Background: an optimization exercise with open tools, aiming at small area. Do not read the settings as production practice.
Only simulation tests tie the RTL to the original design; equivalence was not proved.
Power is estimated from default activity; no workload was simulated.

==> flow/design.v <==
module bbox_overlay_mux #(
  parameter int H_PIXEL  = 1024,
  parameter int V_PIXEL  = 768,
  parameter int OBJ_NUM  = 16,
  parameter int LINE_W   = 2,
  parameter int MARGIN_X = 20,
  parameter int MARGIN_Y = 20
) (
  input  logic                     sys_clk,
  input  logic                     sys_rst_n,
  input  logic                     pre_wr_en,
  input  logic                     pre_hs,
  input  logic                     pre_vs,
  input  logic [OBJ_NUM*43-1:0]    pos_data,
  input  logic [15:0]              cam_data,
  input  logic [1:0]               mode,
  output logic [15:0]              fusion_rgb565,
  output logic [23:0]              fusion_rgb888,
  output logic                     fusion_hs,
  output logic                     fusion_vs,
  output logic                     fusion_wr_en,
  output logic [7:0]               obj_num,
  output logic                     frame_latch
);
  localparam logic [9:0] X_LAST = 10'(H_PIXEL - 1);
  localparam logic [9:0] Y_LAST = 10'(V_PIXEL - 1);
  function automatic logic le11(input logic [10:0] a, input logic [10:0] b);
    logic c;
    c = 1'b1;
    for (int k = 0; k < 11; k++) c = (b[k] & ~a[k]) | (c & (b[k] | ~a[k]));
    le11 = c;
  endfunction
  logic        vs_q;
  logic        vs_rise;
  logic [1:0]  shadow_mode;
  logic [OBJ_NUM-1:0] in_ok;             
  logic [4:0]  in_cnt;                   
  logic [4:0]  lat_cnt;                  
  logic [4:0]  sh_xminl [OBJ_NUM];       
  logic [4:0]  sh_xmaxl [OBJ_NUM];
  logic [OBJ_NUM-1:0] r_ok;
  logic        list_ok;                  
  logic [9:0]  r_ymin [OBJ_NUM];
  logic [9:0]  r_ymax [OBJ_NUM];
  logic [4:0]  r_xminh [OBJ_NUM];        
  logic [5:0]  r_xmaxh [OBJ_NUM];        
  logic [3:0]  scan;
  logic [9:0]  cnt_x;
  logic [9:0]  cnt_y;
  logic [9:0]  sx;
  logic        x_last, y_last;
  logic        adv;
  logic [9:0]  nx;          
  logic [9:0]  w0;          
  logic        gx, gy;
  logic [OBJ_NUM-1:0] xe0, xe1, xf0, xu;
  logic [OBJ_NUM-1:0] xa, xb;            
  logic [OBJ_NUM-1:0] arm_a, arm_b;
  logic [4:0]  s_xminh;
  logic [5:0]  s_xmaxh;
  logic        s_arm_a, s_arm_b;
  logic [OBJ_NUM-1:0] y_in, y_tb;
  logic [9:0]  s_ymin, s_ymax;
  logic        s_ok, s_in, s_tb;
  logic [OBJ_NUM-1:0] border_hit, inter_hit;
  logic        b_any, i_any;
  logic [2:0]  b_idx, i_idx;
  logic [1:0]  kind_c;
  logic [2:0]  idx_c;
  logic [15:0] cam_s1, cam_s2;
  logic [1:0]  kind_s1, kind_s2;         
  logic [2:0]  idx_s1, idx_s2;
  logic        hs_s1, wr_s1;
  assign vs_rise = pre_vs && !vs_q;
  always_comb begin
    in_cnt = '0;
    for (int i = 0; i < OBJ_NUM; i++) begin
      in_ok[i] = pos_data[43*i+42] &&
                 le11(pos_data[43*i+10 -: 11], pos_data[43*i+31 -: 11]) &&
                 le11({1'b0, pos_data[43*i+20 -: 10]}, {1'b0, pos_data[43*i+41 -: 10]});
      in_cnt = in_cnt + 5'(in_ok[i]);
    end
  end
  always_ff @(posedge sys_clk or negedge sys_rst_n) begin
    if (!sys_rst_n) begin
      vs_q        <= 1'b0;
      frame_latch <= 1'b0;
      shadow_mode <= 2'b00;
      obj_num     <= 8'd0;
    end else begin
      vs_q        <= pre_vs;
      frame_latch <= vs_rise;
      if (vs_rise)     shadow_mode <= mode;
      if (frame_latch) obj_num <= {3'b000, lat_cnt};
    end
  end
  always_ff @(posedge sys_clk) begin
    lat_cnt <= in_cnt;
    if (vs_rise) begin
      for (int i = 0; i < OBJ_NUM; i++) begin
        sh_xminl[i] <= pos_data[43*i+4 -: 5];
        sh_xmaxl[i] <= pos_data[43*i+25 -: 5];
      end
    end
  end
  always_ff @(posedge sys_clk or negedge sys_rst_n) begin
    if (!sys_rst_n)   list_ok <= 1'b0;
    else if (vs_rise) list_ok <= 1'b1;
  end
  always_ff @(posedge sys_clk) begin
    scan <= vs_rise ? 4'd0 : scan + 4'd1;
    for (int i = 0; i < OBJ_NUM; i++)
      r_ok[i] <= vs_rise ? (in_ok[i] && !pos_data[43*i+10]) : r_ok[(i + 1) % OBJ_NUM];
  end
  always_ff @(posedge sys_clk) begin
    for (int i = 0; i < OBJ_NUM; i++) begin
      r_ymin[i] <= ~(vs_rise ? pos_data[43*i+20 -: 10] : r_ymin[(i + 1) % OBJ_NUM]);
      r_ymax[i] <= ~(vs_rise ? pos_data[43*i+41 -: 10] : r_ymax[(i + 1) % OBJ_NUM]);
      r_xminh[i] <= ~(vs_rise ? pos_data[43*i+9 -: 5] : r_xminh[(i + 1) % OBJ_NUM]);
      r_xmaxh[i] <= ~(vs_rise ? pos_data[43*i+31 -: 6] : r_xmaxh[(i + 1) % OBJ_NUM]);
    end
  end
  assign x_last = (cnt_x == X_LAST);
  assign y_last = (cnt_y == Y_LAST);
  assign sx     = cnt_x + 10'd1;
  assign adv    = pre_wr_en && !vs_rise;
  assign nx     = vs_rise ? 10'd0 : (pre_wr_en ? sx : cnt_x);
  assign w0     = nx + 10'd1;
  always_ff @(posedge sys_clk) begin
    if (vs_rise) begin
      cnt_x <= '0;
      cnt_y <= '0;
    end else if (pre_wr_en) begin
      cnt_x <= sx;
      if (x_last) cnt_y <= y_last ? 10'd0 : cnt_y + 10'd1;
    end
  end
  assign gx = (cnt_x >= 10'(MARGIN_X)) && (cnt_x < 10'(H_PIXEL - MARGIN_X));
  assign gy = (cnt_y >= 10'(MARGIN_Y)) && (cnt_y < 10'(V_PIXEL - MARGIN_Y));
  always_comb begin
    s_ok   = r_ok[0] && gy;
    s_ymin = scan[0] ? r_ymin[0] : ~r_ymin[0];
    s_ymax = scan[0] ? r_ymax[0] : ~r_ymax[0];
    s_in   = s_ok && (s_ymin <= cnt_y) && (cnt_y <= s_ymax);
    s_tb   = s_ok && (((s_ymin <= cnt_y) && ({1'b0, cnt_y} <= {1'b0, s_ymin} + 11'd1)) ||
                      (({1'b0, cnt_y} + 11'd1 >= {1'b0, s_ymax}) && (cnt_y <= s_ymax)));
    s_xminh = scan[0] ? r_xminh[0] : ~r_xminh[0];
    s_xmaxh = scan[0] ? r_xmaxh[0] : ~r_xmaxh[0];
    s_arm_a = ({s_xminh, sh_xminl[scan][4]} == w0[9:4]) ||
              ({s_xminh, sh_xminl[scan][4]} == w0[9:4] + 6'd1);
    s_arm_b = !s_xmaxh[5] && (({s_xmaxh[4:0], sh_xmaxl[scan][4]} == w0[9:4]) ||
                              ({s_xmaxh[4:0], sh_xmaxl[scan][4]} == w0[9:4] + 6'd1));
  end
  always_ff @(posedge sys_clk) begin
    for (int i = 0; i < OBJ_NUM; i++) begin
      if (scan == 4'(i)) begin
        y_in[i]  <= s_in;
        y_tb[i]  <= s_tb;
        arm_a[i] <= s_arm_a;
        arm_b[i] <= s_arm_b;
      end
    end
  end
  always_comb begin
    for (int i = 0; i < OBJ_NUM; i++) begin
      xa[i] = arm_a[i] && (sh_xminl[i] == sx[4:0]);
      xb[i] = arm_b[i] && (sh_xmaxl[i] == sx[4:0]);
    end
  end
  always_ff @(posedge sys_clk) begin
    if (adv) begin
      xe0 <= xa;
      xe1 <= xe0;
      xf0 <= xb;
      xu  <= ((xu & {OBJ_NUM{!x_last}}) | xa) & ~xb;
    end
  end
  always_comb begin
    for (int i = 0; i < OBJ_NUM; i++) begin
      border_hit[i] = (y_in[i] && (xe0[i] | xe1[i] | xf0[i] | xb[i])) ||
                      ((xu[i] | xf0[i]) && y_tb[i]);
      inter_hit[i]  = xu[i] && !xe0[i] && y_in[i] && !y_tb[i];
    end
  end
  always_comb begin
    b_any = list_ok && gx && (|border_hit);
    i_any = list_ok && gx && (|inter_hit);
    b_idx = 3'd0;
    i_idx = 3'd0;
    for (int i = OBJ_NUM - 1; i >= 0; i--) begin
      if (border_hit[i]) b_idx = 3'(i);
      if (inter_hit[i])  i_idx = 3'(i);
    end
  end
  always_comb begin
    kind_c = 2'd0;
    idx_c  = 3'd0;
    case (shadow_mode)
      2'b01: if (b_any) kind_c = 2'd1;
      2'b10: if (b_any) begin kind_c = 2'd1; idx_c = b_idx; end
      2'b11: begin
        if (b_any) begin
          kind_c = 2'd1; idx_c = b_idx;
        end else if (i_any) begin
          kind_c = 2'd2; idx_c = i_idx;
        end
      end
      default: ;
    endcase
  end
  always_ff @(posedge sys_clk or negedge sys_rst_n) begin
    if (!sys_rst_n) begin
      kind_s1 <= 2'd3;
      hs_s1   <= 1'b0;
      wr_s1   <= 1'b0;
      kind_s2 <= 2'd3;
      fusion_hs    <= 1'b0;
      fusion_vs    <= 1'b0;
      fusion_wr_en <= 1'b0;
    end else begin
      kind_s1 <= kind_c;
      hs_s1   <= pre_hs;
      wr_s1   <= pre_wr_en;
      kind_s2 <= kind_s1;
      fusion_hs    <= hs_s1;
      fusion_vs    <= vs_q;
      fusion_wr_en <= wr_s1;
    end
  end
  always_ff @(posedge sys_clk) begin
    cam_s1 <= cam_data;
    idx_s1 <= idx_c;
    cam_s2 <= cam_s1;
    idx_s2 <= idx_s1;
  end
  logic [23:0] cam888, pal, pix;
  always_comb begin
    cam888 = {cam_s2[15:11], cam_s2[15:13], cam_s2[10:5], cam_s2[10:9], cam_s2[4:0], cam_s2[4:2]};
    case (idx_s2)
      3'd0:    pal = 24'hFF0000;
      3'd1:    pal = 24'h00FF00;
      3'd2:    pal = 24'h0000FF;
      3'd3:    pal = 24'hFFFF00;
      3'd4:    pal = 24'hFF00FF;
      3'd5:    pal = 24'h00FFFF;
      3'd6:    pal = 24'hFFFFFF;
      default: pal = 24'hFF8000;
    endcase
    case (kind_s2)
      2'd1:    pix = pal;
      2'd2: begin
        pix[23:16] = {1'b0, cam888[23:17]} + {1'b0, pal[23:17]};
        pix[15:8]  = {1'b0, cam888[15:9]}  + {1'b0, pal[15:9]};
        pix[7:0]   = {1'b0, cam888[7:1]}   + {1'b0, pal[7:1]};
      end
      2'd0:    pix = cam888;
      default: pix = '0;
    endcase
  end
  assign fusion_rgb888 = pix;
  assign fusion_rgb565 = {pix[23:19], pix[15:10], pix[7:3]};
endmodule
clock: 6.0 ns
lec_check: 0
abc_area: 1
cap_margin: 20
core_margin: 2
core_utilization: 75
place_density: 0.8
slew_margin: 20
buffer_ports_args: -buffer_cell sky130_fd_sc_hd__buf_1
cts_args: -sink_clustering_enable -repair_clock_nets -dont_use_dummy_load -buf_list sky130_fd_sc_hd__clkbuf_4 -sink_clustering_size 10 -sink_clustering_max_diameter 30
standard.sh (not shown) runs the stock make flow with config.mk's settings and CLKGATE_MAP_FILE= SYNTH_SCRIPT=/design/flow/synth_recipe.tcl, a recipe that flattens the netlist after the stock synthesis.
==> flow/flow/run.sh <==
#!/bin/bash
# Layout flow: the standard ORFS flow (standard.sh, unchanged synthesis)
# with two layout settings changed:
#  - port buffers use the smallest buffer cell (buf_1) instead of the
#    default pick; every input and output port still gets its own buffer
#  - clock tree built from clkbuf_4 cells with clusters of up to 10 sinks within 30 um and no
#    dummy loads
set -o pipefail
cat >> config.mk <<'EOC'
export BUFFER_PORTS_ARGS = -buffer_cell sky130_fd_sc_hd__buf_1
export CTS_ARGS = -sink_clustering_enable -repair_clock_nets -dont_use_dummy_load -buf_list sky130_fd_sc_hd__clkbuf_4 -sink_clustering_size 10 -sink_clustering_max_diameter 30
EOC
bash standard.sh > standard.log 2>&1
Then changed:
--- a/flow/design.v
+++ b/flow/design.v
@@ -31,13 +31,14 @@
     le11 = c;
   endfunction
   logic        vs_q;
   logic        vs_rise;
   logic [1:0]  shadow_mode;
-  logic [OBJ_NUM-1:0] in_ok;             
-  logic [4:0]  in_cnt;                   
-  logic [4:0]  lat_cnt;                  
+  logic [OBJ_NUM-1:0] l_xmin10;          
+  logic [OBJ_NUM-1:0] l_cnt_ok;          
+  logic [OBJ_NUM-1:0] l_draw_ok;         
+  logic [4:0]  l_cnt;
   logic [4:0]  sh_xminl [OBJ_NUM];       
   logic [4:0]  sh_xmaxl [OBJ_NUM];
   logic [OBJ_NUM-1:0] r_ok;
   logic        list_ok;                  
   logic [9:0]  r_ymin [OBJ_NUM];
@@ -71,16 +72,17 @@
   logic [1:0]  kind_s1, kind_s2;         
   logic [2:0]  idx_s1, idx_s2;
   logic        hs_s1, wr_s1;
   assign vs_rise = pre_vs && !vs_q;
   always_comb begin
-    in_cnt = '0;
-    for (int i = 0; i < OBJ_NUM; i++) begin
-      in_ok[i] = pos_data[43*i+42] &&
-                 le11(pos_data[43*i+10 -: 11], pos_data[43*i+31 -: 11]) &&
-                 le11({1'b0, pos_data[43*i+20 -: 10]}, {1'b0, pos_data[43*i+41 -: 10]});
-      in_cnt = in_cnt + 5'(in_ok[i]);
+    l_cnt = '0;
+    for (int i = 0; i < OBJ_NUM; i++) begin
+      l_cnt_ok[i]  = r_ok[i] &&
+                     le11({l_xmin10[i], ~r_xminh[i], sh_xminl[i]}, {r_xmaxh[i], sh_xmaxl[i]}) &&
+                     le11({1'b0, ~r_ymin[i]}, {1'b0, r_ymax[i]});
+      l_draw_ok[i] = l_cnt_ok[i] && !l_xmin10[i];
+      l_cnt = l_cnt + 5'(l_cnt_ok[i]);
     end
   end
   always_ff @(posedge sys_clk or negedge sys_rst_n) begin
     if (!sys_rst_n) begin
       vs_q        <= 1'b0;
@@ -89,15 +91,15 @@
       obj_num     <= 8'd0;
     end else begin
       vs_q        <= pre_vs;
       frame_latch <= vs_rise;
       if (vs_rise)     shadow_mode <= mode;
-      if (frame_latch) obj_num <= {3'b000, lat_cnt};
-    end
-  end
-  always_ff @(posedge sys_clk) begin
-    lat_cnt <= in_cnt;
+      if (frame_latch) obj_num <= {3'b000, l_cnt};
+    end
+  end
+  always_ff @(posedge sys_clk) begin
+    for (int i = 0; i < OBJ_NUM; i++) l_xmin10[i] <= pos_data[43*i+10];
     if (vs_rise) begin
       for (int i = 0; i < OBJ_NUM; i++) begin
         sh_xminl[i] <= pos_data[43*i+4 -: 5];
         sh_xmaxl[i] <= pos_data[43*i+25 -: 5];
       end
@@ -108,18 +110,19 @@
     else if (vs_rise) list_ok <= 1'b1;
   end
   always_ff @(posedge sys_clk) begin
     scan <= vs_rise ? 4'd0 : scan + 4'd1;
     for (int i = 0; i < OBJ_NUM; i++)
-      r_ok[i] <= vs_rise ? (in_ok[i] && !pos_data[43*i+10]) : r_ok[(i + 1) % OBJ_NUM];
+      r_ok[i] <= vs_rise     ? pos_data[43*i+42] :
+                 frame_latch ? l_draw_ok[(i + 1) % OBJ_NUM] : r_ok[(i + 1) % OBJ_NUM];
   end
   always_ff @(posedge sys_clk) begin
     for (int i = 0; i < OBJ_NUM; i++) begin
       r_ymin[i] <= ~(vs_rise ? pos_data[43*i+20 -: 10] : r_ymin[(i + 1) % OBJ_NUM]);
-      r_ymax[i] <= ~(vs_rise ? pos_data[43*i+41 -: 10] : r_ymax[(i + 1) % OBJ_NUM]);
+      r_ymax[i] <= vs_rise ? pos_data[43*i+41 -: 10] : ~r_ymax[(i + 1) % OBJ_NUM];
       r_xminh[i] <= ~(vs_rise ? pos_data[43*i+9 -: 5] : r_xminh[(i + 1) % OBJ_NUM]);
-      r_xmaxh[i] <= ~(vs_rise ? pos_data[43*i+31 -: 6] : r_xmaxh[(i + 1) % OBJ_NUM]);
+      r_xmaxh[i] <= vs_rise ? pos_data[43*i+31 -: 6] : ~r_xmaxh[(i + 1) % OBJ_NUM];
     end
   end
   assign x_last = (cnt_x == X_LAST);
   assign y_last = (cnt_y == Y_LAST);
   assign sx     = cnt_x + 10'd1;
@@ -138,16 +141,16 @@
   assign gx = (cnt_x >= 10'(MARGIN_X)) && (cnt_x < 10'(H_PIXEL - MARGIN_X));
   assign gy = (cnt_y >= 10'(MARGIN_Y)) && (cnt_y < 10'(V_PIXEL - MARGIN_Y));
   always_comb begin
     s_ok   = r_ok[0] && gy;
     s_ymin = scan[0] ? r_ymin[0] : ~r_ymin[0];
-    s_ymax = scan[0] ? r_ymax[0] : ~r_ymax[0];
+    s_ymax = scan[0] ? ~r_ymax[0] : r_ymax[0];
     s_in   = s_ok && (s_ymin <= cnt_y) && (cnt_y <= s_ymax);
     s_tb   = s_ok && (((s_ymin <= cnt_y) && ({1'b0, cnt_y} <= {1'b0, s_ymin} + 11'd1)) ||
                       (({1'b0, cnt_y} + 11'd1 >= {1'b0, s_ymax}) && (cnt_y <= s_ymax)));
     s_xminh = scan[0] ? r_xminh[0] : ~r_xminh[0];
-    s_xmaxh = scan[0] ? r_xmaxh[0] : ~r_xmaxh[0];
+    s_xmaxh = scan[0] ? ~r_xmaxh[0] : r_xmaxh[0];
     s_arm_a = ({s_xminh, sh_xminl[scan][4]} == w0[9:4]) ||
               ({s_xminh, sh_xminl[scan][4]} == w0[9:4] + 6'd1);
     s_arm_b = !s_xmaxh[5] && (({s_xmaxh[4:0], sh_xmaxl[scan][4]} == w0[9:4]) ||
                               ({s_xmaxh[4:0], sh_xmaxl[scan][4]} == w0[9:4] + 6'd1));
   end
Global-route usage came out higher by 0.17 points.
Combinational power came out higher by a little under a tenth.
Wire length came out higher slightly.
Power came out higher by a few percent.
Final cell count came out higher slightly.
Worst setup slack improves by 0.055 ns.

## static timing again, ports no longer ideal
In the flow no input, the clock included, has a driving cell. The finished layouts below were timed again as built, in two steps. Step 1 assumes that a clkbuf_16 drives the clock port and a buf_2 every other input. Step 2 moves the port delays by t, midway between the first and last clock arrival at a register: inputs arrive t later, outputs are due t later. That takes back most of the time a late clock gives input paths. a / b / c = ideal / step 1 / step 2; a / b = the first two.
| run | t, ns | setup WS [ns] | hold slack, ns | cell pins on the clock port's net |
|---|---|---|---|---|
| the first run | 1.098 | 0.536 / 0.468 / -0.386 | 0.161 / 0.122 / 0.282 | 1 |
| the second run | 1.097 | 0.591 / 0.591 / 0.591 | 0.175 / 0.136 / 0.318 | 1 |
Met with ideal ports but missed after step 2: setup timing in the first run. The setup slack of the first run, which loses most, moves by -0.068 ns with the drivers and by -0.922 ns with both steps.
